This is an optimization exercise on Yosys and OpenROAD, whose aim is small area, a short achievable clock period and few clock cycles per item, not a production implementation.
RTL that was checked went through simulation tests only; none was proved equivalent to the original.

## motor_speed_pi_pid_control_core
module motor_speed_pi_pid_control_core #(
    parameter int SAMPLE_WIDTH   = 16,
    parameter int GAIN_FRAC_BITS = 8,
    parameter int ACC_WIDTH      = 48
) (
    input  wire logic                                   i_clk,
    input  wire logic                                   i_rst_n,
    input  wire logic                                   i_s_axis_tvalid,
    output      logic                                   o_s_axis_tready,
    input  wire logic [((2*SAMPLE_WIDTH+1+7)/8)*8-1:0]  i_s_axis_tdata,
    output      logic                                   o_m_axis_tvalid,
    input  wire logic                                   i_m_axis_tready,
    output      logic [mspc_pkg::OUT_DATA_W-1:0]        o_m_axis_tdata,
    input  wire logic                                   i_cfg_we,
    input  wire logic [mspc_pkg::CFG_ADDR_W-1:0]        i_cfg_addr,
    input  wire logic [mspc_pkg::CFG_DATA_W-1:0]        i_cfg_wdata
);
Size in the first run: ~4300 cells after synthesis, ~380 flip-flops, ~90 I/O pins, about 0.038 mm² of cells after synthesis.
==> flow/config.mk <==
export PLATFORM = sky130hd
export DESIGN_NAME = motor_speed_pi_pid_control_core
export DESIGN_NICKNAME = motor_speed_pi_pid_control_core
export VERILOG_FILES = /design/flow/design.v
export SDC_FILE = /design/flow/constraint.sdc
export NUM_CORES = 4
export LEC_CHECK = 0
export ABC_AREA = 1
export CAP_MARGIN = 20
export CORE_MARGIN = 2
export CORE_UTILIZATION = 55
export CTS_CLUSTER_DIAMETER = 100
export CTS_CLUSTER_SIZE = 20
export GPL_ROUTABILITY_DRIVEN = 0
export PLACE_DENSITY = 0.7
export SLEW_MARGIN = 20
==> flow/constraint.sdc <==
create_clock -name core_clock -period 20.0 [get_ports {i_clk}]
set_input_delay 4.0000 -clock core_clock [delete_from_list [all_inputs] [get_ports {i_clk}]]
set_output_delay 4.0000 -clock core_clock [all_outputs]
set_load 0.01 [all_outputs]
standard.sh (not shown) runs the stock make flow with config.mk's settings and CLKGATE_MAP_FILE= SYNTH_SCRIPT=/design/flow/synth_recipe.tcl, a recipe that flattens the netlist after the stock synthesis.
==> flow/flow/run.sh <==
#!/bin/bash
set -euo pipefail
MARGIN=${MARGIN:-14.7}
sed 's/yosys synth -nofsm -noshare/yosys synth -nofsm -noshare -noabc/' synth_recipe.tcl > synth_noabc.tcl
bash standard.sh SYNTH_SCRIPT="$PWD/synth_noabc.tcl" SYNTH_OPERATIONS_ARGS=-booth SETUP_SLACK_MARGIN=$MARGIN \
    "BUFFER_PORTS_ARGS=-buffer_cell sky130_fd_sc_hd__buf_2" finish > standard_flow.log 2>&1
Testbench counts at the start, summed over its fixed seeds: cycles 19,416, items 19,200.
Then changed:
Settings changed: CTS_CLUSTER_DIAMETER 100 to not set, CTS_CLUSTER_SIZE 20 to not set, GPL_ROUTABILITY_DRIVEN 0 to not set.
=>
- global-route usage came out higher by 0.78 points
- setup slack improved by 0.10 ns
- synthesized cell count stays the same
- cell count came out higher by 0.36%
- synthesized area is unchanged
Then changed:
--- a/flow/flow/run.sh
+++ b/flow/flow/run.sh
@@ -1,5 +1,5 @@
 #!/bin/bash
 set -euo pipefail
-MARGIN=${MARGIN:-14.7}
+MARGIN=${MARGIN:-14.8}
 sed 's/yosys synth -nofsm -noshare/yosys synth -nofsm -noshare -noabc/' synth_recipe.tcl > synth_noabc.tcl
 bash standard.sh SYNTH_SCRIPT="$PWD/synth_noabc.tcl" SYNTH_OPERATIONS_ARGS=-booth SETUP_SLACK_MARGIN=$MARGIN \
Settings changed: CTS_CLUSTER_DIAMETER set to 100, CTS_CLUSTER_SIZE set to 20.
After rerunning:
- worst setup slack improved by 0.039 ns
- final cell count rises by 0.90%
- die area is unchanged
- routed wire length rises by 2.6%
- register-to-register slack improved by 0.04 ns
- core utilization rises by 0.70 points
- cell area rises by 1.1%
- area after synthesis stays the same

* * *

motor_speed_pi_pid_control_core, a different RTL version from the one above (not shown whole).
For scale: about 340 flip-flops, roughly 90 I/O pins, ~41000 um2 of cells after synthesis.
Settings: LEC_CHECK=0, ABC_AREA=1, CAP_MARGIN=20, CORE_MARGIN=2, CORE_UTILIZATION=55, PLACE_DENSITY=0.7, SLEW_MARGIN=20; clock period 20.0 ns.
==> flow/flow/run.sh <==
#!/bin/bash
set -euo pipefail
bash standard.sh SETUP_SLACK_MARGIN=${MARGIN:-13} finish > standard_flow.log 2>&1
==> next run, changes <==
==> flow/run.sh (new file) <==
#!/bin/bash
# synth_recipe.tcl (not shown) runs the flow's synth.tcl, then flattens the netlist and writes it again
# the make line also repeats each setting of config.mk as NAME=value (left out here)
make -C /OpenROAD-flow-scripts/flow DESIGN_CONFIG=/design/flow/config.mk WORK_HOME=/design/flow/orfs CLKGATE_MAP_FILE= SYNTH_SCRIPT=/design/flow/synth_recipe.tcl finish
removed: flow/flow/run.sh
removed: flow/standard.sh
After rerunning: Flip-flop and latch count stays the same; fmax drops by about a fifth.
No functional check of the RTL was part of any run of this note.

-- what the ideal ports hide --
The flow's constraints put no driver on any port. The routed layouts listed below were extracted and timed again, unchanged, in two steps.
Step 1, drivers: a clkbuf_16 drives i_clk and a buf_2 each remaining input, both assumed.
Step 2 moves the port delays by t, midway between the first and last clock arrival at a register: inputs arrive t later, outputs are due t later. That takes back most of the time a late clock gives input paths.
Slacks: ideal / step 1 / step 2; pairs: ideal / step 1.
run | t, ns | slack for setup (ns) | hold slack, ns | clock arrival spread, ns | pins driven straight from the clock port
the first run of note 1 | 0.641 | 14.619 / 14.619 / 14.154 | 0.444 / 0.444 / 0.444 | 0.029 / 0.029 | 1
the second run of note 1 | 0.655 | 14.723 / 14.723 / 14.166 | 0.433 / 0.433 / 0.433 | 0.019 / 0.019 | 1
the third run of note 1 | 0.678 | 14.763 / 14.740 / 14.188 | 0.414 / 0.414 / 0.414 | 0.026 / 0.027 | 1
the first run of note 2 | 0.657 | 12.643 / 12.643 / 12.643 | 0.433 / 0.433 / 0.433 | 0.053 / 0.053 | 1
the second run of note 2 | 0.649 | 10.449 / 10.449 / 10.449 | 0.436 / 0.436 / 0.436 | 0.040 / 0.039 | 1
After both steps every run listed still meets setup and hold. For the third run of note 1, which loses most, drivers alone change the setup slack by -0.023 ns; drivers and shift together by -0.575 ns.
